Context: an optimization exercise on an open-source flow, tuned for small area and a short achievable clock period. The choices shown serve that exercise and are no tape-out recipe.
Only simulation tests tie the RTL to the original design; equivalence was not proved.
Power figures rest on the tool's default switching activity, not on a simulated workload.

## design/flow/config.mk

```make
export PLATFORM = sky130hd
export DESIGN_NAME = ep_fifo_top
export DESIGN_NICKNAME = ep_fifo_top
export VERILOG_FILES = /design/flow/design.v
export SDC_FILE = /design/flow/constraint.sdc
export NUM_CORES = 4
export LEC_CHECK = 0
export ABC_CLOCK_PERIOD_IN_PS = 2400
export CAP_MARGIN = 20
export CORE_MARGIN = 2
export CORE_UTILIZATION = 40
export PLACE_DENSITY = 0.6
export SETUP_SLACK_MARGIN = 2.6
export SLEW_MARGIN = 20
```

## design/flow/constraint.sdc

```tcl
create_clock -name core_clock -period 5.0 [get_ports {fifoClk}]
set_input_delay 1.0000 -clock core_clock [delete_from_list [all_inputs] [get_ports {fifoClk}]]
set_output_delay 1.0000 -clock core_clock [all_outputs]
set_load 0.01 [all_outputs]
```

## design/flow/design.v

```verilog
package ep_fifo_pkg;
  localparam int DATA_W = 32;
  localparam int BE_W = DATA_W / 8;
  localparam int EP_ID_W = 2;
  localparam int NUM_EP = 1 << EP_ID_W;
  localparam int RAM_AW = 8;
  typedef struct packed {
    logic [EP_ID_W-1:0] ep;
    logic [BE_W-1:0]    be;
    logic [DATA_W-1:0]  data;
  } ep_wr_t;
  typedef struct packed {
    logic               vld;
    logic               wr;
    logic [RAM_AW-1:0]  adr;
    logic [BE_W-1:0]    be;
    logic [DATA_W-1:0]  data;
    logic [EP_ID_W-1:0] ep;
  } ram_req_t;
  typedef struct packed {
    logic [EP_ID_W-1:0] ep;
    logic [BE_W-1:0]    be;
    logic [DATA_W-1:0]  data;
  } ep_rd_rsp_t;
endpackage
`timescale 1ns/1ns
module ep_fifo_top (
  input  logic                             fifoClk,
  input  logic                             fifoRstn,
  input  logic                             wr_stb,
  input  logic [ep_fifo_pkg::EP_ID_W-1:0]  wr_ep,
  input  logic [ep_fifo_pkg::BE_W-1:0]     wr_be,
  input  logic [ep_fifo_pkg::DATA_W-1:0]   wr_data,
  input  logic                             rd_stb,
  input  logic [ep_fifo_pkg::EP_ID_W-1:0]  rd_ep,
  output logic                             rd_valid,
  output logic [ep_fifo_pkg::EP_ID_W-1:0]  rd_rsp_ep,
  output logic [ep_fifo_pkg::BE_W-1:0]     rd_rsp_be,
  output logic [ep_fifo_pkg::DATA_W-1:0]   rd_rsp_data,
  output logic [ep_fifo_pkg::NUM_EP-1:0]   ep_empty,
  output logic [ep_fifo_pkg::NUM_EP-1:0]   ep_full,
  output logic [ep_fifo_pkg::NUM_EP-1:0]   ep_almost_full,
  output logic [ep_fifo_pkg::NUM_EP-1:0]   ep_almost_empty
);
  localparam int NUM_EP = ep_fifo_pkg::NUM_EP;
  localparam int DATA_W = ep_fifo_pkg::DATA_W;
  localparam int BE_W   = ep_fifo_pkg::BE_W;
  localparam int DEPTH  = 16;
  logic [3:0]        wr_ptr  [NUM_EP];
  logic [3:0]        rd_ptr  [NUM_EP];
  logic [4:0]        cnt     [NUM_EP];
  logic [BE_W-1:0]   last_be [NUM_EP];
  logic [NUM_EP-1:0] wr_sel, rd_sel, wr_acc, rd_acc;
  logic [4:0]        cnt_nxt [NUM_EP];
  logic [DATA_W-1:0] mem [NUM_EP][DEPTH];
  logic [DATA_W-1:0] head [NUM_EP];
  for (genvar e = 0; e < NUM_EP; e++) begin : g_ep
    assign wr_sel[e] = wr_stb & (wr_ep == e);
    assign rd_sel[e] = rd_stb & (rd_ep == e);
    assign wr_acc[e] = wr_sel[e] & ~ep_full[e];
    assign rd_acc[e] = rd_sel[e] & ~ep_empty[e];
    always_comb begin
      cnt_nxt[e] = cnt[e];
      if (wr_acc[e] & ~rd_acc[e]) cnt_nxt[e] = cnt[e] + 5'd1;
      if (rd_acc[e] & ~wr_acc[e]) cnt_nxt[e] = cnt[e] - 5'd1;
    end
    always_ff @(posedge fifoClk or negedge fifoRstn) begin
      if (!fifoRstn) begin
        wr_ptr[e]          <= '0;
        rd_ptr[e]          <= '0;
        cnt[e]             <= '0;
        ep_empty[e]        <= 1'b1;
        ep_full[e]         <= 1'b0;
        ep_almost_full[e]  <= 1'b0;
        ep_almost_empty[e] <= 1'b0;
      end else begin
        if (wr_acc[e]) wr_ptr[e] <= wr_ptr[e] + 4'd1;
        if (rd_acc[e]) rd_ptr[e] <= rd_ptr[e] + 4'd1;
        cnt[e]             <= cnt_nxt[e];
        ep_empty[e]        <= (cnt_nxt[e] == 5'd0);
        ep_full[e]         <= (cnt_nxt[e] == 5'd16);
        ep_almost_full[e]  <= (cnt_nxt[e] == 5'd15);
        ep_almost_empty[e] <= (cnt_nxt[e] == 5'd1);
      end
    end
    always_ff @(posedge fifoClk) begin
      if (wr_acc[e]) last_be[e] <= wr_be;
    end
    for (genvar s = 0; s < DEPTH; s++) begin : g_slot
      for (genvar b = 0; b < BE_W; b++) begin : g_lane
        always_ff @(posedge fifoClk) begin
          if (wr_acc[e] && wr_ptr[e] == s && wr_be[b])
            mem[e][s][8*b +: 8] <= wr_data[8*b +: 8];
        end
      end
    end
    always_comb begin
      head[e] = '0;
      for (int s = 0; s < DEPTH; s++)
        head[e] = head[e] | ({DATA_W{rd_ptr[e] == s}} & mem[e][s]);
    end
  end
  logic [DATA_W-1:0] rsp_data_nxt;
  logic [BE_W-1:0]   rsp_be_nxt;
  always_comb begin
    rsp_data_nxt = '0;
    for (int e = 0; e < NUM_EP; e++)
      rsp_data_nxt = rsp_data_nxt | ({DATA_W{rd_ep == e}} & head[e]);
  end
  assign rsp_be_nxt = (ep_almost_empty[rd_ep] & ~(wr_stb & (wr_ep == rd_ep)))
                      ? last_be[rd_ep] : {BE_W{1'b1}};
  always_ff @(posedge fifoClk or negedge fifoRstn) begin
    if (!fifoRstn) rd_valid <= 1'b0;
    else           rd_valid <= |rd_acc;
  end
  always_ff @(posedge fifoClk) begin
    rd_rsp_ep   <= rd_ep;
    rd_rsp_be   <= rsp_be_nxt;
    rd_rsp_data <= rsp_data_nxt;
  end
endmodule
```

## design/flow/run.sh

```bash
#!/bin/bash
# synth_recipe.tcl (not shown) runs the flow's synth.tcl, then flattens the netlist and writes it again
# the make line also repeats each setting of config.mk as NAME=value (left out here)
make -C /OpenROAD-flow-scripts/flow DESIGN_CONFIG=/design/flow/config.mk WORK_HOME=/design/flow/orfs CLKGATE_MAP_FILE= SYNTH_SCRIPT=/design/flow/synth_recipe.tcl finish
```

==> impl_metrics.tcl, run 1 <==
set metrics [dict create \
    grt_antenna_before_repair 23 \
    synth_area_per_cell_um2 16.4 \
    clockBufferDepth 3 \
    drive_above_1_share_pct 29.2 \
    use_met2_pct 43.4 \
    root_buffer "clkbuf_16" \
    async_reset_ff_share_pct 3.18 \
    areaGrowthSynthToFinish_pct 21.9 \
    hold_viol 0 \
    slew_headroom_pct 16.1 \
    insertion_delay_ns 0.87 \
    p_int_mw 38.8 \
    slew_viol_final 0 \
    p_comb_share_pct 38.6 \
    p_total_mw 61.0 \
    power_density_mw_per_mm2 588 \
    postSynthCellCount 5188 \
    dr.pass1.iters 8 \
    vias 55636 \
    startpoint "rd_ptr[3][0]" \
    critPathArrivalTime_ns 3.72 \
    drt-total-wl_um 314000 \
    p_sw_mw 22.2 \
    grt_max_degree 68 \
    layout.area.seq_mm2 0.0646 \
    multi_input_area_mm2 0.0217 \
    holdWs_ns 0.290 \
    cts_hold_buf 0 \
    worstMarginPinSlew_ns 1.26 \
    synthDominantCellAreaShare_pct 72.9 \
    p_clk_share_pct 26.4 \
    synth_cell_types 99 \
    antenna_left 0 \
    nFillCells 17231 \
    use_met1_pct 36.9 \
    final.setup_skew_ns 0.0326 \
    clk_pin_slew_ns 0.06 \
    reg2reg_from "rd_ptr[3][0]" \
    die_width_um 465 \
    setup.worst_path.class "flop to flop" \
    synth_top_cells_by_area "edfxtp_1 73%, a22oi_1 2.3%, a221oi_1 2.0%" \
    netlist_area_mm2 0.0851 \
    status "finished clean" \
    synth_sequential_area_ratio_pct 75.8 \
    grt_pass1_wl_um 429000 \
    hpwl_um 186000 \
    cts_tree "yes" \
    tns_ns 0 \
    period_share_pct 59.3 \
    fmax_ghz 0.338 \
    rows 169 \
    yosysWarnings 8 \
    rsz0062_at_grt "true" \
    drt_iter0_drc 9917 \
    synth_fp_nets 5272 \
    synth_edf_count 2064 \
    peakVddDrop_uv 397 \
    cts.sinks 2171 \
    die-area_mm2 0.216 \
    synthFlopType "edfxtp_1" \
    cap_violations 0 \
    power_frac_seq_pct 35.1 \
    initial_utilization_pct 40.2 \
    coreArea_mm2 0.212 \
    track_usage_pct 28.1 \
    holdCritPathClass "input port to async pin" \
    ioPinCount 99 \
    die_h_um 465 \
    drc 0 \
    cts_inserted_buffers 213 \
    met3_usage_pct 7.17 \
    post-synth-top-area-cell "edfxtp_1" \
    place.gp.congestion 0.909 \
    vias_per_cell 6.46 \
    fin_crit_ns 2.96 \
    cellLeakagePower_nw 33.6 \
    htreeDepth 4 \
    critPathCaptureType "flop" \
    synth_seq_cells 2171 \
    worstPathMaxFanout 5 \
    finalNetCount 5686 \
    overflow 0 \
    worst_setup_path_start_kind "flop" \
    swShare_pct 36.4 \
    grt_pass1_vias 52983 \
    wire_per_inst_um 36.4 \
    setup_viol 0 \
    timing.critical_path.required_ns 5.75 \
    grt_busiest_layer "met2" \
    io_buffer_count 98 \
]
cell families (layout without fill, tap and decap cells):
| kind of cell | Yosys count | after routing | synth area share, % |
|---|---|---|---|
| adders and majority gates | 41 | 41 | 0.600 |
| buffers and inverters | 453 | 1044 | 2.28 |
| AOI/OAI and AO/OA | 1347 | 1347 | 11.9 |
| other | 0 | 7 | 0 |
| DFF | 2171 | 2171 | 75.8 |
| muxes | 254 | 254 | 3.53 |
| xor gates and xnor gates | 42 | 42 | 0.459 |
| and+or+nand+nor | 880 | 880 | 5.41 |
sequential cells by signal (all words and copies together) (netlist names):
| signal | cells |
|---|---|
| mem | 2048 |
| rd_rsp_data | 32 |
| cnt | 20 |
| last_be | 16 |
| rd_ptr | 16 |
| wr_ptr | 16 |
| ep_almost_empty | 4 |
| ep_almost_full | 4 |
| ep_empty | 4 |
| ep_full | 4 |
| rd_rsp_be | 4 |
| rd_rsp_ep | 2 |
| rd_valid | 1 |
routing by layer:
metal  part of all wire [%]  vias to the layer above
li1                       -                    21998
met1                     36                    28428
met2                     45                     4333
met3                     12                      863
met4                    6.2                       14
met5                  0.028                        -
cells in the mapped netlist (all sizes together) (32+ instances only):
library cell  number
a211oi            32
a21oi            194
a221oi           192
a222oi           100
a22o             107
a22oi            266
a31oi             60
and2             216
and3              81
buf              206
clkbuf           190
dfrtp             65
dfxtp             38
edfxtp          2064
ha                40
inv               52
mux2             145
mux2i             87
nand2            221
nand3             67
nor2             127
nor2b             45
nor3              53
o21ai            133
xnor2             34
worst max-delay path, cell delays in order, from the launching register on:
cell and delay [ns]:
dfrtp_2 0.45, inv_4 0.07, ha_4 0.20, a222oi_1 0.46, mux2_4 0.23, nand4_1 0.14, a222oi_1 0.82, a311oi_2 0.07
buf_6 0.20, a31o_4 0.20
repair_timing:
action                                  4_1_cts  5_1_grt
endpoints found under the setup margin     2141      319
setup buffers                               199       49
resized for setup                           903      173
gates cloned                                 26        7
pin swaps                                   169      102
worst paths after layout:
path                                    to  slack (ns)  cells past startpoint
hold reg to reg                  cnt[3][4]        0.51                      1
hold / removal                   cnt[3][4]        0.29                      1
setup / recovery           rd_rsp_data[11]        2.04                      9
max in group asynchronous     rd_ptr[1][3]        3.80                      2
setup reg to reg           rd_rsp_data[11]        2.04                      9
min in group core_clock        mem[14][15]        0.38                      1
stage by stage:
step	util (%)	instances	setup slack [ns]	cell area (µm²)
global placement	42.5	7924	1.00	90000
global route	49.0	8604	2.06	104000
finish	49.0	8607	2.04	104000
detailed placement	42.5	7927	1.15	90000
floorplan	-	5188	2.34	85500
CTS	48.4	8544	2.09	102000
placed cells by master (no fill, tap or decap), drive strengths merged, types with 32 or more instances in the layout:
master,synthesis,layout
clkinv,5,89
buf,206,564
edfxtp,2064,2064
a31oi,60,60
a22o,107,107
a211oi,32,32
nand2,221,221
and2,216,216
nor2,127,127
ha,40,40
and3,81,81
dfrtp,65,65
nand3,67,67
mux2,145,145
inv,52,55
mux2i,87,87
o21ai,133,133
dfxtp,38,38
xnor2,34,34
a21oi,194,194
nor3,53,53
clkbuf,190,281
a222oi,100,100
nor2b,45,45
a22oi,266,266
a221oi,192,192
final cells by class:
cell class	count	share of cell area (%)
Sequential cell	2171	62.3
Multi-Input combinational cell	2564	20.9
Timing Repair Buffer	595	6.47
Clock buffer	273	5.52
Tap cell	2821	3.40
Clock inverter	119	1.13
Inverter	57	0.251
Antenna cell	7	0.0169
power groups by stage:
stage / registers (mW) / logic (mW) / clock network (mW)
floorplan: 21.3 / 8.89 / 0
global placement: 22.0 / 15.8 / 0
detailed placement: 22.0 / 15.9 / 0
CTS: 21.4 / 21.6 / 16.1
global route: 21.4 / 23.8 / 16.9
finish: 21.4 / 23.5 / 16.1
Testbench counts, summed over its fixed seeds: lat cycles 21,807, reads 21,807.
==> run 2: changes to the inputs <==
==> design/flow/config.mk (replaced) <==
export PLATFORM = sky130hd
export DESIGN_NAME = ep_fifo_top
export DESIGN_NICKNAME = ep_fifo_top
export VERILOG_FILES = /design/flow/design.v
export SDC_FILE = /design/flow/constraint.sdc
export NUM_CORES = 4
export LEC_CHECK = 0
export CAP_MARGIN = 20
export CORE_MARGIN = 2
export CORE_UTILIZATION = 40
export PLACE_DENSITY = 0.6
export SLEW_MARGIN = 20
==> run 2 against run 1 <==
Against the previous run: still clean; die area unchanged; sequential share of layout area up 4.5 points; synthesized cell count unchanged; routed wire length down 9.0%; synthesized area unchanged; via count shrank 5.0%; cell count fell by 3.3%; worst hold slack got worse by 0.064 ns; register-to-register slack got worse by 0.84 ns; utilization decreased by 3.4 points.
==> impl_metrics.tcl, run 2 <==
set metrics [dict create \
    cts_hold_buf 0 \
    antenna_left 0 \
    synth_sequential_area_ratio_pct 75.8 \
    synth_seq_cells 2171 \
    rsz0062_at_grt "false" \
    worst_setup_path_start_kind "flop" \
    critPathCaptureType "flop" \
    period_share_pct 76.0 \
    reg2reg_from "rd_ptr[0][1]" \
    rows 169 \
    die_h_um 465 \
    postSynthCellCount 5188 \
    overflow 0 \
    grt_pass1_vias 50321 \
    hpwl_um 181000 \
    drt-total-wl_um 285000 \
    place.gp.congestion 0.907 \
    wire_per_inst_um 34.3 \
    hold_viol 0 \
    worstPathMaxFanout 27 \
    largest_registers "mem: 2048 flops, rd_rsp_data: 32 flops, cnt: 20 flops" \
    timing.critical_path.required_ns 5.80 \
    synth_cell_types 99 \
    critPathArrivalTime_ns 4.60 \
    final_cell_mix "2,064 x edfxtp_1, 265 x a22oi_1, 221 x nand2_1" \
    cts_setup_buffers 0 \
    nFillCells 18094 \
    grt_pass1_wl_um 395000 \
    io_buffer_count 98 \
    largest_reg_flops 2048 \
    slew_viol_final 0 \
    met3_usage_pct 5.16 \
    post-synth-top-area-cell "edfxtp_1" \
    status "finished clean" \
    grt_busiest_layer "met2" \
    finalNetCount 5396 \
    synth_fp_nets 5272 \
    tns_ns 0 \
    p_comb_share_pct 29.9 \
    dpl.cell_count 7917 \
    cap_violations 0 \
    fmax_ghz 0.263 \
    async_reset_ff_share_pct 3.18 \
    final.setup_skew_ns 0.0306 \
    insertion_delay_ns 0.87 \
    cts_inserted_buffers 213 \
    setup_viol 0 \
    track_usage_pct 25.7 \
    setup.worst_path.class "flop to flop" \
    largest-register "mem" \
    drc 0 \
    drive_above_1_share_pct 14.1 \
    p_clk_share_pct 29.9 \
    synthFlopType "edfxtp_1" \
    grt_max_degree 78 \
    power_frac_seq_pct 40.2 \
    final_common_cell "edfxtp_1" \
    grt_antenna_before_repair 23 \
    reg2reg_setup_slack_ns 1.20 \
    synth_area_per_cell_um2 16.4 \
    r2r_cells 9 \
    use_met2_pct 39.9 \
    synth_edf_count 2064 \
    areaGrowthSynthToFinish_pct 13.5 \
    clockBufferDepth 3 \
    vias_per_cell 6.35 \
    swShare_pct 35.2 \
    die_width_um 465 \
    final_cells 8324 \
    yosysWarnings 8 \
    cts.sinks 2171 \
    p_sw_mw 18.9 \
    worstMarginPinSlew_ns 1.17 \
    yosysMostFrequentCell "edfxtp_1" \
    slew_headroom_pct 22.2 \
    synthTopCellsByCount "2,064 x edfxtp_1, 265 x a22oi_1, 221 x nand2_1, 214 x and2_1, 194 x a21oi_1" \
    initial_utilization_pct 40.2 \
    dr.pass1.iters 6 \
    cts_tree "yes" \
    fin_crit_ns 3.80 \
    use_met1_pct 34.7 \
    netlist_area_mm2 0.0851 \
    p_int_mw 34.9 \
    coreArea_mm2 0.212 \
    ioPinCount 99 \
    synth_top_cells_by_area "edfxtp_1 73%, a22oi_1 2.3%, a221oi_1 2.0%" \
    peakVddDrop_uv 419 \
    holdCritPathClass "input port to async pin" \
    root_buffer "clkbuf_16" \
    power_density_mw_per_mm2 557 \
    vias 52874 \
    htreeDepth 4 \
    clk_pin_slew_ns 0.06 \
    postCtsResizedCells 0 \
    drt_iter0_drc 9041 \
    die-area_mm2 0.216 \
    reg2reg_to "rd_rsp_data[0]" \
    cellLeakagePower_nw 30.7 \
    synthDominantCellAreaShare_pct 72.9 \
]
-- run 2: cell types whose count changed in the layout (fill, tap and decap cells not counted), moves of 45 or more --
cell,before,now
and2_1,83,213
and2_2,117,1
buf_4,299,198
buf_6,85,0
and3_1,14,81
a221oi_1,132,192
clkdlybuf4s50_1,0,59
buf_12,67,12
a221oi_2,48,0
and3_4,45,0
-- run 2: layer usage --
| layer | vias up | part of all wire (%) |
|---|---|---|
| li1 | 21334 | - |
| met1 | 27151 | 38 |
| met2 | 3719 | 46 |
| met3 | 654 | 11 |
| met4 | 16 | 5.1 |
| met5 | - | 0.037 |
-- run 2: kinds of logic after synthesis --
family | share of synthesized area (%)
flip-flops | 75.8
AO/OA/AOI/OAI | 11.9
AND/OR/NAND/NOR | 5.41
buffers and inverters | 2.28
multiplexers | 3.53
XOR/XNOR | 0.459
adder cells (fa/ha/maj) | 0.600
-- run 2: per-stage QoR --
stage | hold WS [ns] | total power, mW | utilization, % | setup slack (ns) | cell area [µm²]
finish | 0.225 | 53.8 | 45.6 | 1.20 | 96600
floorplan | 0.475 | 30.1 | - | 2.09 | 85100
CTS | 0.215 | 53.4 | 45.6 | 1.04 | 96500
global route | 0.261 | 55.1 | 45.6 | 1.18 | 96500
detailed placement | 0.514 | 37.6 | 42.3 | 0.952 | 89600
global placement | 0.496 | 37.5 | 42.3 | 0.859 | 89500
-- run 2: cell type report --
class	instances	area [µm²]	area share, %
Sequential cell	2171	64500	66.8
Multi-Input combinational cell	2564	18900	19.5
Timing Repair Buffer	305	2520	2.61
Clock buffer	287	5810	6.02
Clock inverter	111	1090	1.13
Antenna cell	8	20.0	0.0207
Inverter	57	226	0.235
Tap cell	2821	3530	3.66
-- run 2: power groups by stage --
stage | clock network [mW] | logic [mW] | registers, mW
global placement | 0 | 15.5 | 22.0
CTS | 16.1 | 15.7 | 21.6
finish | 16.1 | 16.1 | 21.6
global route | 16.8 | 16.6 | 21.7
detailed placement | 0 | 15.6 | 22.0
floorplan | 0 | 8.84 | 21.2
-- run 2: worst max-delay path by stage --
stage	from	end	slack (ns)	cells past startpoint
2_1_floorplan	wr_ep[1]	mem[4][0]	2.09	7
6_report	rd_ptr[0][1]	rd_rsp_data[0]	1.20	9
5_1_grt	rd_ptr[0][1]	rd_rsp_data[0]	1.18	9
3_5_place_dp	wr_ep[1]	mem[5][5]	0.95	7
4_1_cts	rd_ptr[2][0]	rd_rsp_data[7]	1.04	8
3_3_place_gp	rd_ptr[2][0]	rd_rsp_data[2]	0.86	8
-- run 2: critical path: stages, from the launching register on --
cell	delay [ns]
dfrtp_1	0.46
inv_1	0.14
ha_2	0.72
buf_4	0.48
a222oi_1	0.23
o221ai_1	0.33
a221oi_1	0.15
buf_4	0.19
a211oi_1	0.80
a31o_2	0.20
==> run 3: changes to the inputs <==
--- a/design/flow/design.v
+++ b/design/flow/design.v
@@ -47,7 +47,7 @@
   localparam int BE_W   = ep_fifo_pkg::BE_W;
   localparam int DEPTH  = 16;
   logic [3:0]        wr_ptr  [NUM_EP];
-  logic [3:0]        rd_ptr  [NUM_EP];
+  logic [DEPTH-1:0]  rd_oh   [NUM_EP];    
   logic [4:0]        cnt     [NUM_EP];
   logic [BE_W-1:0]   last_be [NUM_EP];
   logic [NUM_EP-1:0] wr_sel, rd_sel, wr_acc, rd_acc;
@@ -67,7 +67,7 @@
     always_ff @(posedge fifoClk or negedge fifoRstn) begin
       if (!fifoRstn) begin
         wr_ptr[e]          <= '0;
-        rd_ptr[e]          <= '0;
+        rd_oh[e]           <= DEPTH'(1);
         cnt[e]             <= '0;
         ep_empty[e]        <= 1'b1;
         ep_full[e]         <= 1'b0;
@@ -75,7 +75,7 @@
         ep_almost_empty[e] <= 1'b0;
       end else begin
         if (wr_acc[e]) wr_ptr[e] <= wr_ptr[e] + 4'd1;
-        if (rd_acc[e]) rd_ptr[e] <= rd_ptr[e] + 4'd1;
+        if (rd_acc[e]) rd_oh[e] <= {rd_oh[e][DEPTH-2:0], rd_oh[e][DEPTH-1]};
         cnt[e]             <= cnt_nxt[e];
         ep_empty[e]        <= (cnt_nxt[e] == 5'd0);
         ep_full[e]         <= (cnt_nxt[e] == 5'd16);
@@ -97,7 +97,7 @@
     always_comb begin
       head[e] = '0;
       for (int s = 0; s < DEPTH; s++)
-        head[e] = head[e] | ({DATA_W{rd_ptr[e] == s}} & mem[e][s]);
+        head[e] = head[e] | ({DATA_W{rd_oh[e][s]}} & mem[e][s]);
     end
   end
   logic [DATA_W-1:0] rsp_data_nxt;
--- a/design/flow/config.mk
+++ b/design/flow/config.mk
@@ -5,8 +5,10 @@
 export SDC_FILE = /design/flow/constraint.sdc
 export NUM_CORES = 4
 export LEC_CHECK = 0
+export ABC_CLOCK_PERIOD_IN_PS = 2400
 export CAP_MARGIN = 20
 export CORE_MARGIN = 2
 export CORE_UTILIZATION = 40
 export PLACE_DENSITY = 0.6
+export SETUP_SLACK_MARGIN = 2.6
 export SLEW_MARGIN = 20
==> run 3 against run 2 <==
Against the previous run: cell count down 9.7%; utilization up 1.8 points; worst hold slack worse by 0.019 ns; non-clock buffer count up 24; clock power about the same; routed wire length down 12%; die area down 3.9%; sequential cell count up 48; register-to-register slack better by 1.2 ns.
==> impl_metrics.tcl, run 3 <==
set metrics [dict create \
    status "finished clean" \
    coreArea_mm2 0.203 \
    io_buffer_count 98 \
    p_comb_share_pct 6.4 \
    setup.worst_path.class "flop to flop" \
    path_common_cell "buf_12" \
    wire_per_inst_um 33.6 \
    cpMaxStageDelayCell "mux4_2" \
    dpl.cell_count 7009 \
    grt_pass1_wl_um 351000 \
    preCtsSetupSlack_ns 0.795 \
    power_density_mw_per_mm2 413 \
    hpwl_um 154000 \
    yosysWarnings 8 \
    dr_wl_met2_um 116000 \
    finalNetCount 4709 \
    place.gp.congestion 0.906 \
    initial_utilization_pct 40.3 \
    netlist_area_mm2 0.0817 \
    p_sw_mw 9.16 \
    nFillCells 16632 \
    areaGrowthSynthToFinish_pct 17.6 \
    antenna_left 0 \
    p_int_mw 30.6 \
    hold_viol 0 \
    r2r_cells 6 \
    critPathCaptureType "flop" \
    vias_per_cell 6.25 \
    final_cell_mix "2,064 x edfxtp_1, 499 x a22o_1, 352 x a221oi_1" \
    fmax_ghz 0.379 \
    final_common_cell "edfxtp_1" \
    grt_pass1_vias 45349 \
    largest_reg_flops 2048 \
    max_stage_delay_ns 0.64 \
    critPathArrivalTime_ns 3.31 \
    wl_met3_um 29100 \
    synth_cell_types 63 \
    setup_viol 0 \
    htreeDepth 4 \
    largest-register "mem" \
    cp_cell_sequence "buf_12, buf_12, a22o_1, a221oi_4, nand4_1, mux4_2" \
    wl_met1_um 98900 \
    synth_top_cells_by_area "edfxtp_1 76%, a221oi_1 5.5%, a22o_1 5.5%" \
    die-area_mm2 0.208 \
    clk_pin_slew_ns 0.07 \
    drt-total-wl_um 252000 \
    synth_fp_nets 4510 \
    track_usage_pct 23.5 \
    peakVddDrop_uv 324 \
    overflow 0 \
    top_layer "met5" \
    final_cells 7514 \
    utilization_pct 47.4 \
    fin_crit_ns 2.64 \
    cts_inserted_buffers 208 \
    synthDominantCellAreaShare_pct 75.8 \
    slew_headroom_pct 23.6 \
    timing.critical_path.required_ns 5.68 \
    cts.sinks 2219 \
    post-synth-top-area-cell "edfxtp_1" \
    rsz0062_at_grt "true" \
    clockBufferDepth 3 \
    grt_max_degree 75 \
    synthTopCellsByCount "2,064 x edfxtp_1, 512 x a221oi_1, 512 x a22o_1, 310 x clkbuf_1, 211 x nand2_1" \
    rows 165 \
    final.setup_skew_ns 0.0311 \
    die_h_um 456 \
    fin_ws_ns 2.36 \
    postSynthCellCount 4442 \
    synth_seq_cells 2219 \
    cellLeakagePower_nw 31.7 \
    grt_antenna_before_repair 15 \
    cts_tree "yes" \
    worstPathMaxFanout 7 \
    slew_viol_final 0 \
    synthFlopType "edfxtp_1" \
    cap_violations 0 \
    async_reset_ff_share_pct 5.27 \
    cts_hold_buf 0 \
    drc 0 \
    yosysMostFrequentCell "edfxtp_1" \
    synth_sequential_area_ratio_pct 80.3 \
    drt_iter0_drc 6685 \
    worstMarginPinSlew_ns 1.15 \
    dr.pass1.iters 6 \
    swShare_pct 23.1 \
    power_frac_seq_pct 53.0 \
    tns_ns 0 \
    largest_registers "mem: 2048 flops, rd_oh: 64 flops, rd_rsp_data: 32 flops" \
    drive_above_1_share_pct 24.8 \
    vias 46958 \
    period_share_pct 52.7 \
    ioPinCount 99 \
    worst_setup_path_start_kind "flop" \
    insertion_delay_ns 0.85 \
    die_width_um 456 \
    holdCritPathClass "input port to async pin" \
    root_buffer "clkbuf_16" \
    synth_edf_count 2064 \
    synth_area_per_cell_um2 18.4 \
    p_clk_share_pct 40.6 \
]
==> run 3: cell types whose count changed after synthesis, moves of 124 or more <==
cell | before | now
a21oi_1 | 194 | 9
a22o_1 | 107 | 512
mux2_2 | 144 | 0
a221oi_1 | 192 | 512
o21ai_0 | 131 | 7
buf_2 | 137 | 11
a22oi_1 | 265 | 2
clkbuf_1 | 186 | 310
and2_1 | 214 | 64
==> run 3: cell type report <==
class	count	area (µm²)	share of cell area [%]
Timing Repair Buffer	329	2970	3.09
Inverter	28	133	0.138
Antenna cell	19	47.5	0.0495
Multi-Input combinational cell	1854	16900	17.6
Sequential cell	2219	65800	68.4
Tap cell	2672	3340	3.48
Timing Repair inverter	1	5.00	0.00521
Clock inverter	130	1350	1.41
Clock buffer	262	5550	5.77
==> run 3: final timing paths <==
path / from / endpoint / slack, ns
max in group asynchronous: fifoRstn / rd_oh[0][1] / 3.63
setup / recovery: rd_oh[0][1] / rd_rsp_data[5] / 2.36
min in group core_clock: rd_oh[2][14] / rd_oh[2][14] / 0.48
setup reg to reg: rd_oh[0][1] / rd_rsp_data[5] / 2.36
hold reg to reg: rd_oh[2][14] / rd_oh[2][14] / 0.48
hold / removal: fifoRstn / cnt[3][3] / 0.21
==> run 3: layer usage <==
metal / global-route usage, % / up-vias
met1: 32.6 / 24264
met4: 7.31 / 8
met2: 35.9 / 3102
met5: 0 / -
met3: 6.82 / 449
li1: - / 19135
==> run 3: kinds of logic (layout without fill, tap and decap cells) <==
kind of cell	Yosys count	in the layout	synth area share (%)
adders and majority gates	24	24	0.367
buffers and inverters	370	750	1.77
and+or+nand+nor	702	703	4.83
DFF	2219	2219	80.3
other	0	19	0
xor gates and xnor gates	32	32	0.398
AOI/OAI and AO/OA	1058	1058	11.3
muxes	37	37	1.02
==> run 3: power groups by stage <==
stage / Sequential [mW] / Combinational [mW] / Clock (mW)
2_1_floorplan: 21.3 / 1.09 / 0
5_1_grt: 21.1 / 2.69 / 17.0
4_1_cts: 21.0 / 2.46 / 16.2
3_3_place_gp: 21.4 / 2.30 / 0
3_5_place_dp: 21.4 / 2.31 / 0
6_report: 21.1 / 2.55 / 16.1
==> run 3: worst max-delay path, delay by kind of cell, from the launching register on <==
family                 cells  cell delay [ns]
multiplexers               1             0.64
buffers and inverters      2             0.32
AND/OR/NAND/NOR            1             0.38
AO/OA/AOI/OAI              2             0.58
flip-flops                 1             0.55
==> run 3: through the flow <==
stage                     power, mW  hold WS, ns  instance area, µm²
after floorplan                22.4        0.494               82500
after global placement         23.7        0.458               86300
after detailed placement       23.7        0.464               86300
after CTS                      39.7        0.202               95100
after global routing           40.7        0.229               96100
final                          39.7        0.206               96100
==> run 3: what timing repair did <==
item,4_1_cts,5_1_grt
setup endpoints to repair,1674,173
resized for setup,524,127
pin swaps,66,62
gates cloned,4,3
setup buffers,66,21
Testbench counts of run 3, summed over its fixed seeds: lat cycles 21,807, reads 21,807.
==> run 4: changes to the inputs <==
--- a/design/flow/config.mk
+++ b/design/flow/config.mk
@@ -8,7 +8,9 @@
 export ABC_CLOCK_PERIOD_IN_PS = 2400
 export CAP_MARGIN = 20
 export CORE_MARGIN = 2
-export CORE_UTILIZATION = 40
-export PLACE_DENSITY = 0.6
+export CORE_UTILIZATION = 55
+export CTS_CLUSTER_DIAMETER = 60
+export CTS_CLUSTER_SIZE = 24
+export PLACE_DENSITY = 0.7
 export SETUP_SLACK_MARGIN = 2.6
 export SLEW_MARGIN = 20
==> run 4 against run 3 <==
Against the previous run: final area decreased by 1.2%; global-route usage increased by 10 points; non-clock buffer count increased by 130; worst hold slack improved by 0.060 ns.
==> impl_metrics.tcl, run 4 <==
set metrics [dict create \
    hold_viol 0 \
    cap_violations 0 \
    slew_viol_final 0 \
    wl_met1_um 90700 \
    setup.worst_path.class "flop to flop" \
    slew_headroom_pct 26.9 \
    antenna_left 0 \
    place.gp.congestion 0.958 \
    wire_per_inst_um 39.0 \
    synth_top_cells_by_area "edfxtp_1 76%, a221oi_1 5.5%, a22o_1 5.5%" \
    rsz0062_at_grt "true" \
    synth_edf_count 2064 \
    synth_fp_nets 4510 \
    final_cell_area_mm2 0.0950 \
    cts_hold_buf 0 \
    largest-register "mem" \
    clockBufferDepth 3 \
    htreeDepth 4 \
    worstMarginPinSlew_ns 1.10 \
    clk_pin_slew_ns 0.09 \
    hpwl_um 156000 \
    fin_crit_ns 2.60 \
    synth_cell_types 63 \
    final_common_cell "edfxtp_1" \
    timing.critical_path.required_ns 5.68 \
    vias_per_cell 7.27 \
    track_usage_pct 33.9 \
    final_cell_mix "2,064 x edfxtp_1, 488 x a22o_1, 311 x a221oi_1" \
    postSynthCellCount 4442 \
    worst_setup_path_start_kind "flop" \
    insertion_delay_ns 0.83 \
    synth-compound-area-share_pct 11.3 \
    overflow 0 \
    die_h_um 390 \
    cts.sinks 2219 \
    drt-total-wl_um 263000 \
    grt_pass1_vias 46277 \
    synth_top_family_by_area "compound AO/OA/AOI/OAI gates" \
    synthDominantCellAreaShare_pct 75.8 \
    initial_utilization_pct 55.4 \
    areaGrowthSynthToFinish_pct 16.2 \
    place_area_mm2 0.0854 \
    grt_max_degree 91 \
    root_buffer "clkbuf_16" \
    synthAdderAreaFrac_pct 0.367 \
    cts_tree "yes" \
    synth-xor-area-share_pct 0.398 \
    setup_viol 0 \
    cts_inserted_buffers 135 \
    yosysWarnings 8 \
    grt_pass1_wl_um 358000 \
    grt_antenna_before_repair 33 \
    final.setup_skew_ns 0.0435 \
    coreArea_mm2 0.148 \
    finalNetCount 4768 \
    synth_seq_cells 2219 \
    ioPinCount 99 \
    cellLeakagePower_nw 31.6 \
    period_share_pct 52.0 \
    holdCritPathClass "input port to async pin" \
    synthFlopType "edfxtp_1" \
    drive_above_1_share_pct 26.9 \
    die_width_um 390 \
    largest_reg_flops 2048 \
    synth.area.mux_share_pct 1.02 \
    rows 141 \
    peakVddDrop_uv 333 \
    async_reset_ff_share_pct 5.27 \
    io_buffer_count 98 \
    top_layer "met5" \
    vias 49056 \
    dr.pass1.iters 7 \
    fmax_ghz 0.384 \
    drc 0 \
    power_density_mw_per_mm2 378 \
    post-synth-top-area-cell "edfxtp_1" \
    drt_iter0_drc 8513 \
    dr_wl_met2_um 120000 \
    largest_registers "mem: 2048 flops, rd_oh: 64 flops, rd_rsp_data: 32 flops" \
    worstPathMaxFanout 8 \
    wl_met3_um 35800 \
    tns_ns 0 \
    yosysMostFrequentCell "edfxtp_1" \
    netlist_area_mm2 0.0817 \
    die-area_mm2 0.152 \
    critPathArrivalTime_ns 3.29 \
    synthTopCellsByCount "2,064 x edfxtp_1, 512 x a221oi_1, 512 x a22o_1, 310 x clkbuf_1, 211 x nand2_1" \
    synth_area_per_cell_um2 18.4 \
    synth_sequential_area_ratio_pct 80.3 \
    synth-simple-area-share_pct 4.83 \
    status "finished clean" \
    critPathCaptureType "flop" \
    holdWs_ns 0.266 \
]
-- run 4: cell counts after synthesis --
No cell type changed its count.
-- run 4: worst max-delay path, stage by stage (launching register included) --
cell and delay [ns]:
dfrtp_4 0.60, buf_4 0.22, buf_4 0.18, a22o_1 0.24
a221oi_2 0.27, nand4_1 0.34, mux4_2 0.61
-- run 4: metrics by stage --
stage / power [mW] / setup WS [ns] / util (%) / cells
5_1_grt: 36.7 / 2.42 / 64.3 / 6736
6_report: 35.9 / 2.40 / 64.3 / 6752
4_1_cts: 35.7 / 2.46 / 63.5 / 6684
2_1_floorplan: 22.4 / 2.24 / - / 4442
3_3_place_gp: 23.7 / 0.938 / 57.8 / 6267
3_5_place_dp: 23.7 / 0.847 / 57.8 / 6268
-- run 4: kinds of logic (layout without fill, tap and decap cells) --
family	count (synthesis)	count (layout)
other	0	16
adders and majority gates	24	24
xor gates and xnor gates	32	32
DFF	2219	2219
buffers and inverters	370	730
AOI/OAI and AO/OA	1058	1058
and+or+nand+nor	702	706
muxes	37	37
-- run 4: worst paths after layout --
check                        startpoint                end  slack, ns  cells past startpoint
max                        rd_oh[1][14]     rd_rsp_data[3]       2.40                      6
min in group core_clock        rd_ep[1]       rd_rsp_ep[1]       0.45                      1
min reg2reg                rd_oh[3][12]       rd_oh[3][13]       0.52                      2
max in group asynchronous      fifoRstn       rd_oh[2][12]       3.65                      2
max reg2reg                rd_oh[1][14]     rd_rsp_data[3]       2.40                      6
min                            fifoRstn  ep_almost_full[1]       0.27                      1
-- run 4: where the power goes --
group          total, mW  internal [mW]  switching (mW)
logic               2.58          0.690            1.89
registers           21.0           20.7           0.341
clock network       12.3           5.80            6.53
total               35.9           27.2            8.76
-- run 4: layout make-up --
class                           instances  area [µm²]
Sequential cell                      2219       65800
Timing Repair Buffer                  459        4720
Clock buffer                          153        3620
Multi-Input combinational cell       1857       17300
Clock inverter                         90         976
Inverter                               28         123
Antenna cell                           16        40.0
Tap cell                             1930        2410
Fill cell                            9702       52600
-- run 4: what timing repair did --
item,CTS,global route
setup buffers,161,43
setup endpoints to repair,2026,415
pin swaps,94,75
gates cloned,12,9
gates resized for setup,619,128
-- run 4: layer usage --
| layer | up-vias | GRT usage, % |
|---|---|---|
| met5 | - | 0 |
| met2 | 4298 | 51.4 |
| met3 | 777 | 8.71 |
| met4 | 20 | 17.6 |
| li1 | 19182 | - |
| met1 | 24779 | 45.6 |
==> run 5: changes to the inputs <==
--- a/design/flow/design.v
+++ b/design/flow/design.v
@@ -51,6 +51,7 @@
   logic [4:0]        cnt     [NUM_EP];
   logic [BE_W-1:0]   last_be [NUM_EP];
   logic [NUM_EP-1:0] wr_sel, rd_sel, wr_acc, rd_acc;
+  logic [NUM_EP-1:0] not_empty;
   logic [4:0]        cnt_nxt [NUM_EP];
   logic [DATA_W-1:0] mem [NUM_EP][DEPTH];
   logic [DATA_W-1:0] head [NUM_EP];
@@ -58,7 +59,8 @@
     assign wr_sel[e] = wr_stb & (wr_ep == e);
     assign rd_sel[e] = rd_stb & (rd_ep == e);
     assign wr_acc[e] = wr_sel[e] & ~ep_full[e];
-    assign rd_acc[e] = rd_sel[e] & ~ep_empty[e];
+    assign rd_acc[e] = rd_sel[e] & not_empty[e];
+    assign ep_empty[e] = ~not_empty[e];
     always_comb begin
       cnt_nxt[e] = cnt[e];
       if (wr_acc[e] & ~rd_acc[e]) cnt_nxt[e] = cnt[e] + 5'd1;
@@ -69,7 +71,7 @@
         wr_ptr[e]          <= '0;
         rd_oh[e]           <= DEPTH'(1);
         cnt[e]             <= '0;
-        ep_empty[e]        <= 1'b1;
+        not_empty[e]       <= 1'b0;
         ep_full[e]         <= 1'b0;
         ep_almost_full[e]  <= 1'b0;
         ep_almost_empty[e] <= 1'b0;
@@ -77,7 +79,7 @@
         if (wr_acc[e]) wr_ptr[e] <= wr_ptr[e] + 4'd1;
         if (rd_acc[e]) rd_oh[e] <= {rd_oh[e][DEPTH-2:0], rd_oh[e][DEPTH-1]};
         cnt[e]             <= cnt_nxt[e];
-        ep_empty[e]        <= (cnt_nxt[e] == 5'd0);
+        not_empty[e]       <= (cnt_nxt[e] != 5'd0);
         ep_full[e]         <= (cnt_nxt[e] == 5'd16);
         ep_almost_full[e]  <= (cnt_nxt[e] == 5'd15);
         ep_almost_empty[e] <= (cnt_nxt[e] == 5'd1);
--- a/design/flow/config.mk
+++ b/design/flow/config.mk
@@ -12,5 +12,5 @@
 export CTS_CLUSTER_DIAMETER = 60
 export CTS_CLUSTER_SIZE = 24
 export PLACE_DENSITY = 0.7
-export SETUP_SLACK_MARGIN = 2.6
+export SETUP_SLACK_MARGIN = 2.5
 export SLEW_MARGIN = 20
==> run 5 against run 4 <==
Against the previous run: non-clock buffer count decreased by 142; clock power down 7%; still clean on timing, DRC and antenna; die area decreased by 0.21%; clock-buffer cell count is the same; via count is 4.3% lower; global-route usage is 2.7 points lower.
==> impl_metrics.tcl, run 5 <==
set metrics [dict create \
    status "finished clean" \
    finalNetCount 4579 \
    drt-total-wl_um 240000 \
    die-area_mm2 0.151 \
    clk_pin_slew_ns 0.09 \
    die_h_um 389 \
    final.setup_skew_ns 0.0279 \
    fin_crit_ns 2.71 \
    fmax_ghz 0.369 \
    synth_edf_count 2064 \
    drt_iter0_drc 7645 \
    netlist_area_mm2 0.0816 \
    cellLeakagePower_nw 30.0 \
    cp_cell_sequence "buf_12, a22o_1, a221oi_2, nand4_1, mux4_2" \
    cts.sinks 2219 \
    rows 141 \
    drive_above_1_share_pct 19.0 \
    grt_pass1_vias 44410 \
    synth_seq_cells 2219 \
    vias 46935 \
    worst_setup_path_start_kind "flop" \
    synth_fp_nets 4478 \
    holdCritPathClass "input port to async pin" \
    cts_inserted_buffers 121 \
    insertion_delay_ns 0.78 \
    wire_per_inst_um 36.7 \
    tns_ns 0 \
    cpMaxStageDelayCell "mux4_2" \
    period_share_pct 54.2 \
    synthDominantCellAreaShare_pct 76.0 \
    final_common_cell "edfxtp_1" \
    largest_registers "mem: 2048 flops, rd_oh: 64 flops, rd_rsp_data: 32 flops" \
    io_buffer_count 98 \
    grt_max_degree 118 \
    worstMarginPinSlew_ns 1.09 \
    grt_antenna_before_repair 22 \
    vias_per_cell 7.17 \
    largest_reg_flops 2048 \
    peakVddDrop_uv 347 \
    dr.pass1.iters 8 \
    timing.critical_path.required_ns 5.64 \
    htreeDepth 3 \
    cts_hold_buf 0 \
    overflow 0 \
    cts_tree "yes" \
    antenna_left 0 \
    setup_viol 0 \
    setup.worst_path.class "flop to flop" \
    clockBufferDepth 3 \
    place.gp.congestion 0.935 \
    drc 0 \
    grt_pass1_wl_um 335000 \
    async_reset_ff_share_pct 5.27 \
    track_usage_pct 31.2 \
    utilization_pct 61.7 \
    synth_top_cells_by_area "edfxtp_1 76%, a221oi_1 5.5%, a22o_1 5.5%" \
    largest-register "mem" \
    worstPathMaxFanout 10 \
    max_stage_delay_ns 0.69 \
    cap_violations 0 \
    ioPinCount 99 \
    rsz0062_at_grt "true" \
    root_buffer "clkbuf_16" \
    synth_cell_types 53 \
    areaGrowthSynthToFinish_pct 11.6 \
    final_cell_mix "2,064 x edfxtp_1, 510 x a22o_1, 417 x a221oi_1" \
    nFillCells 10213 \
    synthFlopType "edfxtp_1" \
    multi_input_area_mm2 0.0157 \
    synth_area_per_cell_um2 18.5 \
    critPathCaptureType "flop" \
    slew_headroom_pct 27.6 \
    slew_viol_final 0 \
    synthTopCellsByCount "2,064 x edfxtp_1, 512 x a221oi_1, 512 x a22o_1, 312 x clkbuf_1, 198 x and3_1" \
    synth_sequential_area_ratio_pct 80.5 \
    die_width_um 389 \
    power_density_mw_per_mm2 383 \
    post-synth-top-area-cell "edfxtp_1" \
    yosysWarnings 8 \
    postSynthCellCount 4410 \
    coreArea_mm2 0.147 \
    critPathArrivalTime_ns 3.35 \
    hold_viol 0 \
    initial_utilization_pct 55.3 \
    layout.area.seq_mm2 0.0658 \
    yosysMostFrequentCell "edfxtp_1" \
    hpwl_um 150000 \
]
-- run 5: cells by family after synthesis --
group           after synthesis  share of synthesized area [%]
xor+xnor                     31                          0.333
compound gates             1056                           11.3
flops                      2219                           80.5
simple gates                653                           4.52
mux                          53                           1.24
buf+inv                     372                           1.74
fa+ha+maj                    26                          0.393
-- run 5: where the power goes --
part	internal [mW]	switching, mW	total [mW]	leakage, nW
registers	20.7	0.319	21.0	20.4
clock network	5.42	6.09	11.5	2.03
logic	0.636	1.72	2.36	7.65
-- run 5: cell type report --
cell class                      count  area share [%]
Clock buffer                      153            3.68
Antenna cell                        4          0.0110
Sequential cell                  2219            72.3
Clock inverter                     67           0.888
Inverter                           32           0.154
Tap cell                         1930            2.65
Timing Repair Buffer              317            3.04
Multi-Input combinational cell   1820            17.3
-- run 5: final timing paths --
kind	start	to	slack (ns)	depth (start not counted)
min in group core_clock	rd_ep[1]	rd_rsp_ep[1]	0.49	1
max in group asynchronous	fifoRstn	rd_oh[0][1]	3.85	1
worst max-delay path	rd_oh[1][3]	rd_rsp_data[19]	2.29	5
worst min-delay path	fifoRstn	ep_full[1]	0.35	1
worst max register to register	rd_oh[1][3]	rd_rsp_data[19]	2.29	5
worst min register to register	rd_oh[2][11]	rd_oh[2][12]	0.51	2
-- run 5: stage by stage --
step | hold WS, ns | worst slack (ns) | cell area (µm²) | power (mW) | cells
after floorplan | 0.486 | 2.26 | 82100 | 22.3 | 4410
after global placement | 0.474 | 1.17 | 85000 | 23.5 | 6235
after detailed placement | 0.481 | 1.06 | 85000 | 23.6 | 6235
after CTS | 0.427 | 2.32 | 90200 | 34.7 | 6505
after global routing | 0.439 | 2.30 | 91000 | 35.6 | 6538
final | 0.345 | 2.29 | 91000 | 34.9 | 6542
-- run 5: per-layer routing --
layer / share of wire [%] / routed length [µm] / GRT usage [%]
met5: 0.055 / 133 / 0
met4: 4.3 / 10400 / 10.9
met3: 13 / 32400 / 8.12
met2: 46 / 111000 / 48.1
met1: 36 / 86600 / 43.5
-- run 5: repair_timing --
| action | in CTS | in global routing |
|---|---|---|
| pin swaps | 47 | 31 |
| setup endpoints to repair | 1615 | 249 |
| resized for setup | 247 | 105 |
| cloned | 1 | 1 |
| setup buffers | 49 | 32 |
-- run 5: worst max-delay path, delay by kind of cell, from the launching register on --
| kind | cells | cell delay (ns) |
|---|---|---|
| muxes | 1 | 0.69 |
| and+or+nand+nor | 1 | 0.62 |
| DFF | 1 | 0.58 |
| AOI/OAI and AO/OA | 2 | 0.49 |
| buffers and inverters | 1 | 0.18 |
Testbench counts of run 5, summed over its fixed seeds: lat cycles 21,807, reads 21,807.
==> run 6: changes to the inputs <==
--- a/design/flow/config.mk
+++ b/design/flow/config.mk
@@ -12,5 +12,5 @@
 export CTS_CLUSTER_DIAMETER = 60
 export CTS_CLUSTER_SIZE = 24
 export PLACE_DENSITY = 0.7
-export SETUP_SLACK_MARGIN = 2.5
+export SETUP_SLACK_MARGIN = 2.4
 export SLEW_MARGIN = 20
==> run 6 against run 5 <==
Against the previous run: still clean; clock skew grew 0.0020 ns; worst setup slack lost 0.021 ns; die area unchanged; cell count shrank 0.17%; register-to-register slack worse by 0.02 ns; worst hold slack lost 0.17 ns; combinational power decreased by 7%; clock-buffer cell count grew 6; sequential share of layout area is 0.42 points higher; critical endpoint is now rd_rsp_data[20]; largest cell class unchanged; largest power group unchanged; highest routed layer unchanged.
==> impl_metrics.tcl, run 6 <==
set metrics [dict create \
    grt_pass1_wl_um 334000 \
    dr.pass1.iters 6 \
    synthFlopType "edfxtp_1" \
    max_stage_delay_ns 0.74 \
    synth_cell_types 53 \
    final.setup_skew_ns 0.0298 \
    netlist_area_mm2 0.0816 \
    insertion_delay_ns 0.81 \
    ioPinCount 99 \
    cpMaxStageDelayCell "mux4_2" \
    worstPathMaxFanout 6 \
    vias_per_cell 7.21 \
    post-synth-top-area-cell "edfxtp_1" \
    synthTopCellsByCount "2,064 x edfxtp_1, 512 x a221oi_1, 512 x a22o_1, 312 x clkbuf_1, 198 x and3_1" \
    slew_headroom_pct 20.5 \
    path_buf_inv 1 \
    tns_ns 0 \
    grt_pass1_vias 44244 \
    fmax_ghz 0.366 \
    fin_crit_ns 2.73 \
    die_h_um 389 \
    synth_top_cells_by_area "edfxtp_1 76%, a221oi_1 5.5%, a22o_1 5.5%" \
    cap_violations 0 \
    grt_max_degree 69 \
    die-area_mm2 0.151 \
    areaGrowthSynthToFinish_pct 10.9 \
    root_buffer "clkbuf_16" \
    timing.critical_path.required_ns 5.64 \
    cellLeakagePower_nw 29.9 \
    wire_per_inst_um 36.4 \
    rsz0062_at_grt "true" \
    hpwl_um 150000 \
    period_share_pct 54.6 \
    yosysMostFrequentCell "edfxtp_1" \
    die_width_um 389 \
    largest-register "mem" \
    cts.sinks 2219 \
    synth_edf_count 2064 \
    finalNetCount 4564 \
    final_cells 6531 \
    setup_viol 0 \
    cp_cell_sequence "buf_4, a22o_1, a221oi_1, nand4_1, mux4_2" \
    overflow 0 \
    final_common_cell "edfxtp_1" \
    clk_pin_slew_ns 0.09 \
    place_area_mm2 0.0849 \
    drt-total-wl_um 238000 \
    final_cell_area_mm2 0.0904 \
    htreeDepth 4 \
    yosysWarnings 8 \
    critPathCaptureType "flop" \
    power_density_mw_per_mm2 391 \
    rows 141 \
    critPathArrivalTime_ns 3.37 \
    cts_tree "yes" \
    track_usage_pct 31.1 \
    worstMarginPinSlew_ns 1.19 \
    cts_inserted_buffers 133 \
    io_buffer_count 98 \
    dpl.cell_count 6247 \
    worst_setup_path_start_kind "flop" \
    synth_seq_cells 2219 \
    status "finished clean" \
    largest_reg_flops 2048 \
    final_cell_mix "2,064 x edfxtp_1, 510 x a22o_1, 464 x a221oi_1" \
    coreArea_mm2 0.147 \
    peakVddDrop_uv 348 \
    slew_viol_final 0 \
    synth_area_per_cell_um2 18.5 \
    cts_hold_buf 0 \
    place.gp.congestion 0.936 \
    synth_fp_nets 4478 \
    grt_antenna_before_repair 22 \
    holdCritPathClass "input port to async pin" \
    synthDominantCellAreaShare_pct 76.0 \
    antenna_left 0 \
    path_delay_family "multiplexers" \
    postSynthCellCount 4410 \
    initial_utilization_pct 55.3 \
    synth_sequential_area_ratio_pct 80.5 \
    setup.worst_path.class "flop to flop" \
    nFillCells 10227 \
    hold_viol 0 \
    drc 0 \
    async_reset_ff_share_pct 5.27 \
    clockBufferDepth 3 \
    vias 47096 \
    p_total_mw 35.3 \
    drive_above_1_share_pct 16.2 \
    drt_iter0_drc 7942 \
    largest_registers "mem: 2048 flops, rd_oh: 64 flops, rd_rsp_data: 32 flops" \
]
## run 6: cell count changes in the layout (fill, tap and decap cells not counted), moves of 17 or more
cell / delta
a221oi_1: +47
and2_2: -38
dlygate4sd2_1: +22
and3_4: -17
and2_1: +45
a221oi_2: -49
## run 6: repair_timing
action | 4_1_cts | 5_1_grt
cloned | 0 | 0
pin swaps | 26 | 23
buffers inserted | 29 | 15
resized for setup | 182 | 53
endpoints found under the setup margin | 1312 | 31
## run 6: power breakdown
part           switching (mW)  total (mW)  internal, mW
registers               0.291        21.0          20.7
logic                    1.66        2.20         0.546
clock network            6.33        12.2          5.84
## run 6: worst paths after layout
check	cells past startpoint	to	from	slack (ns)
worst max-delay path	5	rd_rsp_data[20]	rd_oh[0][1]	2.27
worst min-delay path	1	cnt[3][4]	fifoRstn	0.18
worst max register to register	5	rd_rsp_data[20]	rd_oh[0][1]	2.27
min in group core_clock	1	rd_rsp_ep[0]	rd_ep[0]	0.44
max in group asynchronous	2	rd_oh[0][11]	fifoRstn	3.54
worst min register to register	2	rd_oh[0][10]	rd_oh[0][10]	0.52
## run 6: routing by layer
| layer | global-route usage (%) | vias up | wire length, µm |
|---|---|---|---|
| li1 | - | 18660 | - |
| met1 | 43.9 | 23886 | 87200 |
| met2 | 47.5 | 3946 | 110000 |
| met3 | 7.54 | 590 | 31100 |
| met4 | 11.2 | 14 | 10100 |
| met5 | 0 | - | 101 |
## run 6: logic make-up (layout without fill, tap and decap cells)
family / after synthesis / in the layout / share of synthesized area, %
other cells: 0 / 9 / 0
compound gates: 1056 / 1056 / 11.3
mux: 53 / 53 / 1.24
flops: 2219 / 2219 / 80.5
fa+ha+maj: 26 / 26 / 0.393
simple gates: 653 / 653 / 4.52
xor+xnor: 31 / 31 / 0.333
buf+inv: 372 / 554 / 1.74
## run 6: cell type report
type	count	area [µm²]	area share (%)
Inverter	32	134	0.148
Clock inverter	72	901	0.996
Timing Repair Buffer	291	2380	2.64
Tap cell	1930	2410	2.67
Clock buffer	159	3610	3.99
Antenna cell	9	22.5	0.0249
Multi-Input combinational cell	1819	15200	16.8
Sequential cell	2219	65700	72.7
## run 6: per-stage QoR
stage | setup WS [ns] | util, % | hold WS (ns)
global placement | 1.09 | 57.6 | 0.460
CTS | 2.40 | 61.1 | 0.164
finish | 2.27 | 61.3 | 0.175
floorplan | 2.26 | - | 0.486
detailed placement | 1.01 | 57.6 | 0.472
global route | 2.27 | 61.3 | 0.200
==> run 7: changes to the inputs <==
--- a/design/flow/config.mk
+++ b/design/flow/config.mk
@@ -12,5 +12,5 @@
 export CTS_CLUSTER_DIAMETER = 60
 export CTS_CLUSTER_SIZE = 24
 export PLACE_DENSITY = 0.7
-export SETUP_SLACK_MARGIN = 2.4
+export SETUP_SLACK_MARGIN = 2.2
 export SLEW_MARGIN = 20
==> run 7 against run 6 <==
Against the previous run: still clean; worst setup slack worse by 0.11 ns; utilization is 0.61 points lower; cell count is 0.70% lower; first-iteration DRC count is 6.2% higher; clock skew is 0.011 ns higher; worst hold slack better by 0.0094 ns; critical endpoint is now rd_rsp_data[7]; largest cell class unchanged.
==> impl_metrics.tcl, run 7 <==
set metrics [dict create \
    largest_registers "mem: 2048 flops, rd_oh: 64 flops, rd_rsp_data: 32 flops" \
    insertion_delay_ns 0.81 \
    p_clk_share_pct 33.7 \
    largest_reg_flops 2048 \
    path_buf_inv 1 \
    synth_area_per_cell_um2 18.5 \
    synthFlopType "edfxtp_1" \
    post-synth-top-area-cell "edfxtp_1" \
    ioPinCount 99 \
    yosysWarnings 8 \
    synth_cell_types 53 \
    netlist_area_mm2 0.0816 \
    synthDominantCellAreaShare_pct 76.0 \
    place.gp.congestion 0.941 \
    holdCritPathClass "input port to async pin" \
    critPathCaptureType "flop" \
    grt_antenna_before_repair 10 \
    final_cells 6485 \
    finalNetCount 4522 \
    fmax_ghz 0.352 \
    grt_pass1_vias 43840 \
    worstPathMaxFanout 25 \
    final_cell_mix "2,064 x edfxtp_1, 512 x a22o_1, 492 x a221oi_1" \
    final_common_cell "edfxtp_1" \
    slew_viol_final 0 \
    hold_viol 0 \
    p_int_mw 26.8 \
    initial_utilization_pct 55.3 \
    swShare_pct 23.3 \
    die-area_mm2 0.151 \
    drt_iter0_drc 8437 \
    power_frac_seq_pct 60.0 \
    power_density_mw_per_mm2 390 \
    p_sw_mw 8.12 \
    async_reset_ff_share_pct 5.27 \
    cts.sinks 2219 \
    setup.worst_path.class "flop to flop" \
    synth-compound-area-share_pct 11.3 \
    root_buffer "clkbuf_16" \
    clk_pin_slew_ns 0.09 \
    synth_seq_cells 2219 \
    postSynthCellCount 4410 \
    synth-xor-area-share_pct 0.333 \
    period_share_pct 56.8 \
    hpwl_um 147000 \
    grt_max_degree 69 \
    cts_inserted_buffers 131 \
    cellLeakagePower_nw 29.4 \
    largest-register "mem" \
    worstMarginPinSlew_ns 1.18 \
    cts_tree "yes" \
    synth_sequential_area_ratio_pct 80.5 \
    coreArea_mm2 0.147 \
    synthTopCellsByCount "2,064 x edfxtp_1, 512 x a221oi_1, 512 x a22o_1, 312 x clkbuf_1, 198 x and3_1" \
    vias_per_cell 7.17 \
    drt-total-wl_um 234000 \
    io_buffer_count 98 \
    synthAdderAreaFrac_pct 0.393 \
    yosysMostFrequentCell "edfxtp_1" \
    cp_cell_sequence "buf_4, a22o_1, a221oi_1, nand4_1, mux4_2" \
    wire_per_inst_um 36.0 \
    areaGrowthSynthToFinish_pct 9.79 \
    critPathArrivalTime_ns 3.51 \
    max_stage_delay_ns 0.61 \
    track_usage_pct 30.6 \
    path_delay_family "compound AO/OA/AOI/OAI gates" \
    fin_crit_ns 2.84 \
    worst_setup_path_start_kind "flop" \
    grt_pass1_wl_um 329000 \
    tns_ns 0 \
    die_width_um 389 \
    overflow 0 \
    cap_violations 0 \
    clockBufferDepth 3 \
    setup_viol 0 \
    final.setup_skew_ns 0.0413 \
    nFillCells 10284 \
    synth_fp_nets 4478 \
    vias 46511 \
    dr.pass1.iters 6 \
    cpMaxStageDelayCell "mux4_2" \
    synth.area.mux_share_pct 1.24 \
    synth_edf_count 2064 \
    rows 141 \
    die_h_um 389 \
    drive_above_1_share_pct 13.5 \
    synth-simple-area-share_pct 4.52 \
    drc 0 \
    synth_top_family_by_area "compound AO/OA/AOI/OAI gates" \
    rsz0062_at_grt "true" \
    htreeDepth 4 \
    peakVddDrop_uv 310 \
    slew_headroom_pct 21.3 \
    status "finished clean" \
    cts_hold_buf 0 \
    antenna_left 0 \
    p_comb_share_pct 6.2 \
    timing.critical_path.required_ns 5.67 \
    dpl.cell_count 6240 \
    synth_top_cells_by_area "edfxtp_1 76%, a221oi_1 5.5%, a22o_1 5.5%" \
]
## run 7: cell types whose count changed in the layout (fill, tap and decap cells not counted), sizes merged
cell and change:
buf -41, bufinv -3, clkbuf -4, clkdlybuf4s50 +43, clkinv +6, clkinvlp +5
diode -5, dlygate4sd2 -43, dlymetal6s2s +2, inv -6
## run 7: worst paths after layout
path                       slack, ns    startpoint                  to  cells past startpoint
min reg2reg                     0.48  rd_oh[2][12]        rd_oh[2][13]                      2
min                             0.18      fifoRstn  ep_almost_empty[1]                      1
max in group asynchronous       3.61      fifoRstn        rd_oh[1][13]                      2
min in group core_clock         0.41      rd_ep[1]        rd_rsp_ep[1]                      1
max                             2.16   rd_oh[3][4]      rd_rsp_data[7]                      5
max reg2reg                     2.16   rd_oh[3][4]      rd_rsp_data[7]                      5
## run 7: cell families after synthesis
kind of cell,count (synthesis)
buffers and inverters,372
AO/OA/AOI/OAI,1056
multiplexers,53
AND/OR/NAND/NOR,653
flip-flops,2219
XOR/XNOR,31
adder cells (fa/ha/maj),26
## run 7: final cells by class
class,instances,area [µm²],area share [%]
multi-input combinational,1819,14900,16.6
clock inverter,74,798,0.891
antenna,4,10.0,0.0112
inverter,32,134,0.149
timing repair buffer,251,2070,2.31
sequential,2219,65700,73.4
clock buffer,156,3540,3.95
tap,1930,2410,2.70
## run 7: what timing repair did
item,in CTS,in global routing
pin swaps,9,13
setup endpoints to repair,1091,533
gates resized for setup,60,75
buffers inserted,7,4
gates cloned,0,0
## run 7: per-layer routing
metal  wire, µm  up-vias  track usage (%)
li1           -    18566                -
met1      86200    23574             43.9
met2     108000     3842             47.4
met3      30400      527             6.71
met4       8650        2             9.80
met5          5        -                0
## run 7: worst register-to-register path, cell delays in order, from the launching register on
cell and delay (ns):
dfrtp_1 0.56, buf_4 0.34, a22o_1 0.31, a221oi_1 0.46
nand4_1 0.44, mux4_2 0.61
## run 7: power groups by stage
stage | combinational, mW | clock [mW] | sequential (mW)
after floorplan | 0.927 | 0 | 21.3
after global placement | 2.09 | 0 | 21.4
after detailed placement | 2.13 | 0 | 21.4
after CTS | 2.13 | 11.8 | 21.0
after global routing | 2.27 | 12.5 | 21.0
final | 2.17 | 11.8 | 21.0
## run 7: through the flow
step | setup WS (ns) | power (mW) | hold WS [ns] | util, % | cell area (µm²)
5_1_grt | 2.13 | 35.7 | 0.205 | 60.7 | 89500
3_3_place_gp | 0.963 | 23.5 | 0.454 | 57.5 | 84800
3_5_place_dp | 0.865 | 23.5 | 0.458 | 57.5 | 84800
4_1_cts | 2.19 | 34.9 | 0.164 | 60.5 | 89300
6_report | 2.16 | 34.9 | 0.185 | 60.7 | 89600
2_1_floorplan | 2.20 | 22.2 | 0.486 | - | 81700
==> run 8: changes to the inputs <==
--- a/design/flow/config.mk
+++ b/design/flow/config.mk
@@ -12,5 +12,5 @@
 export CTS_CLUSTER_DIAMETER = 60
 export CTS_CLUSTER_SIZE = 24
 export PLACE_DENSITY = 0.7
-export SETUP_SLACK_MARGIN = 2.2
+export SETUP_SLACK_MARGIN = 2.6
 export SLEW_MARGIN = 20
==> run 8 against run 7 <==
Against the previous run: still clean on timing, DRC and antenna; cell count is 2.0% higher; register-to-register slack improved by 0.20 ns; non-clock buffer count grew 125; utilization is 2.3 points higher; clock-buffer cell count up 7; clock skew is 0.0039 ns lower; final area is 3.8% higher; first-iteration DRC count up 3.8%; critical endpoint is now rd_rsp_data[17]; highest routed layer unchanged.
==> impl_metrics.tcl, run 8 <==
set metrics [dict create \
    synth-simple-area-share_pct 4.52 \
    grt_max_degree 84 \
    synth_top_cells_by_area "edfxtp_1 76%, a221oi_1 5.5%, a22o_1 5.5%" \
    synth_seq_cells 2219 \
    synth-compound-area-share_pct 11.3 \
    drt-total-wl_um 248000 \
    synth_fp_nets 4478 \
    drive_above_1_share_pct 23.1 \
    overflow 0 \
    hold_viol 0 \
    drt_iter0_drc 8761 \
    setup.worst_path.class "flop to flop" \
    insertion_delay_ns 0.80 \
    r2r_cells 5 \
    synth_sequential_area_ratio_pct 80.5 \
    htreeDepth 4 \
    wire_per_inst_um 37.5 \
    root_buffer "clkbuf_16" \
    rows 141 \
    antenna_left 0 \
    die-area_mm2 0.151 \
    io_buffer_count 98 \
    synth_top_family_by_area "compound AO/OA/AOI/OAI gates" \
    synth_area_per_cell_um2 18.5 \
    largest_registers "mem: 2048 flops, rd_oh: 64 flops, rd_rsp_data: 32 flops" \
    cts_tree "yes" \
    final_common_cell "edfxtp_1" \
    final.setup_skew_ns 0.0374 \
    drc 0 \
    post-synth-top-area-cell "edfxtp_1" \
    fmax_ghz 0.378 \
    nFillCells 10000 \
    die_h_um 389 \
    postSynthCellCount 4410 \
    track_usage_pct 31.8 \
    clockBufferDepth 3 \
    die_width_um 389 \
    dpl.cell_count 6231 \
    reg2reg_from "rd_oh[0][4]" \
    largest_reg_flops 2048 \
    critPathCaptureType "flop" \
    period_share_pct 52.9 \
    cellLeakagePower_nw 30.8 \
    place.gp.congestion 0.965 \
    yosysMostFrequentCell "edfxtp_1" \
    synthDominantCellAreaShare_pct 76.0 \
    tns_ns 0 \
    initial_utilization_pct 55.3 \
    largest-register "mem" \
    areaGrowthSynthToFinish_pct 14.0 \
    holdCritPathClass "input port to async pin" \
    synthTopCellsByCount "2,064 x edfxtp_1, 512 x a221oi_1, 512 x a22o_1, 312 x clkbuf_1, 198 x and3_1" \
    final_cells 6614 \
    final_cell_mix "2,064 x edfxtp_1, 497 x a22o_1, 364 x a221oi_1" \
    reg2reg_setup_slack_ns 2.36 \
    cap_violations 0 \
    dr.pass1.iters 6 \
    rsz0062_at_grt "true" \
    fin_crit_ns 2.64 \
    synth_cell_types 53 \
    grt_pass1_vias 44757 \
    async_reset_ff_share_pct 5.27 \
    vias 47512 \
    ioPinCount 99 \
    worstPathMaxFanout 5 \
    hpwl_um 150000 \
    synthFlopType "edfxtp_1" \
    synth-xor-area-share_pct 0.333 \
    slew_headroom_pct 18.6 \
    peakVddDrop_uv 284 \
    grt_antenna_before_repair 29 \
    timing.critical_path.required_ns 5.61 \
    cts_inserted_buffers 130 \
    synthAdderAreaFrac_pct 0.393 \
    p_total_mw 35.4 \
    worst_setup_path_start_kind "flop" \
    slew_viol_final 0 \
    vias_per_cell 7.18 \
    clk_pin_slew_ns 0.09 \
    yosysWarnings 8 \
    netlist_area_mm2 0.0816 \
    setup_viol 0 \
    coreArea_mm2 0.147 \
    power_density_mw_per_mm2 380 \
    multi_input_area_mm2 0.0166 \
    synth.area.mux_share_pct 1.24 \
    cts.sinks 2219 \
    synth_edf_count 2064 \
    finalNetCount 4648 \
    critPathArrivalTime_ns 3.25 \
    status "finished clean" \
    utilization_pct 63.0 \
    reg2reg_to "rd_rsp_data[17]" \
    layout.area.seq_mm2 0.0658 \
    worstMarginPinSlew_ns 1.22 \
    grt_pass1_wl_um 341000 \
]
run 8: cell count changes in the layout (fill, tap and decap cells not counted), sizes merged, moves of 3 or more:
cell and change:
buf +154, clkdlybuf4s50 -43, clkdlybuf4s15 +13, diode +3
clkinvlp -6, clkbuf +19, dlygate4sd2 -10, inv -5
run 8: how the worst max path moves through the flow:
stage	start	slack, ns	endpoint	cells after the start
2_1_floorplan	wr_ep[1]	2.26	mem[4][0]	8
3_3_place_gp	wr_stb	1.12	mem[61][31]	5
4_1_cts	rd_oh[0][4]	2.46	rd_rsp_data[9]	5
6_report	rd_oh[0][4]	2.36	rd_rsp_data[17]	5
5_1_grt	rd_oh[0][11]	2.37	rd_rsp_data[16]	5
3_5_place_dp	wr_stb	1.08	mem[53][25]	5
run 8: timing repair:
item | CTS | global route
gates resized for setup | 519 | 130
gates cloned | 5 | 7
pin swaps | 74 | 68
buffers inserted | 95 | 40
hold buffers | 0 | 0
setup endpoints to repair | 1863 | 533
run 8: logic make-up (layout without fill, tap and decap cells):
kind of cell	count (synthesis)	count (layout)
flops	2219	2219
compound gates	1056	1056
other cells	0	7
xor+xnor	31	31
simple gates	653	655
buf+inv	372	637
mux	53	53
fa+ha+maj	26	26
run 8: critical path, stage by stage, from the launching register on:
cell and delay, ns:
dfrtp_4 0.58, buf_6 0.17, a22o_1 0.24, a221oi_4 0.25
nand4_1 0.48, mux4_2 0.74
run 8: routing by layer:
metal | vias up | GRT usage, % | part of all wire (%)
li1 | 18893 | - | -
met4 | 4 | 11.6 | 4.7
met5 | - | 0 | 0.011
met2 | 3867 | 50.0 | 47
met3 | 547 | 7.37 | 13
met1 | 24201 | 44.0 | 36
run 8: power by group:
part / internal [mW] / total [mW] / switching, mW
registers: 20.7 / 21.0 / 0.321
logic: 0.622 / 2.36 / 1.74
clock network: 5.72 / 12.0 / 6.29
run 8: metrics by stage:
stage / setup WS (ns) / hold WS (ns) / area, µm²
floorplan: 2.26 / 0.486 / 82300
global placement: 1.12 / 0.463 / 85100
detailed placement: 1.08 / 0.475 / 85100
CTS: 2.46 / 0.300 / 91700
global route: 2.37 / 0.346 / 92900
finish: 2.36 / 0.302 / 93000
run 8: cell type report:
cell class	instances	share of cell area [%]
Tap cell	1930	2.60
Clock inverter	66	0.879
Antenna cell	7	0.0188
Multi-Input combinational cell	1821	17.8
Inverter	32	0.148
Clock buffer	163	3.89
Timing Repair Buffer	376	3.82
Sequential cell	2219	70.8
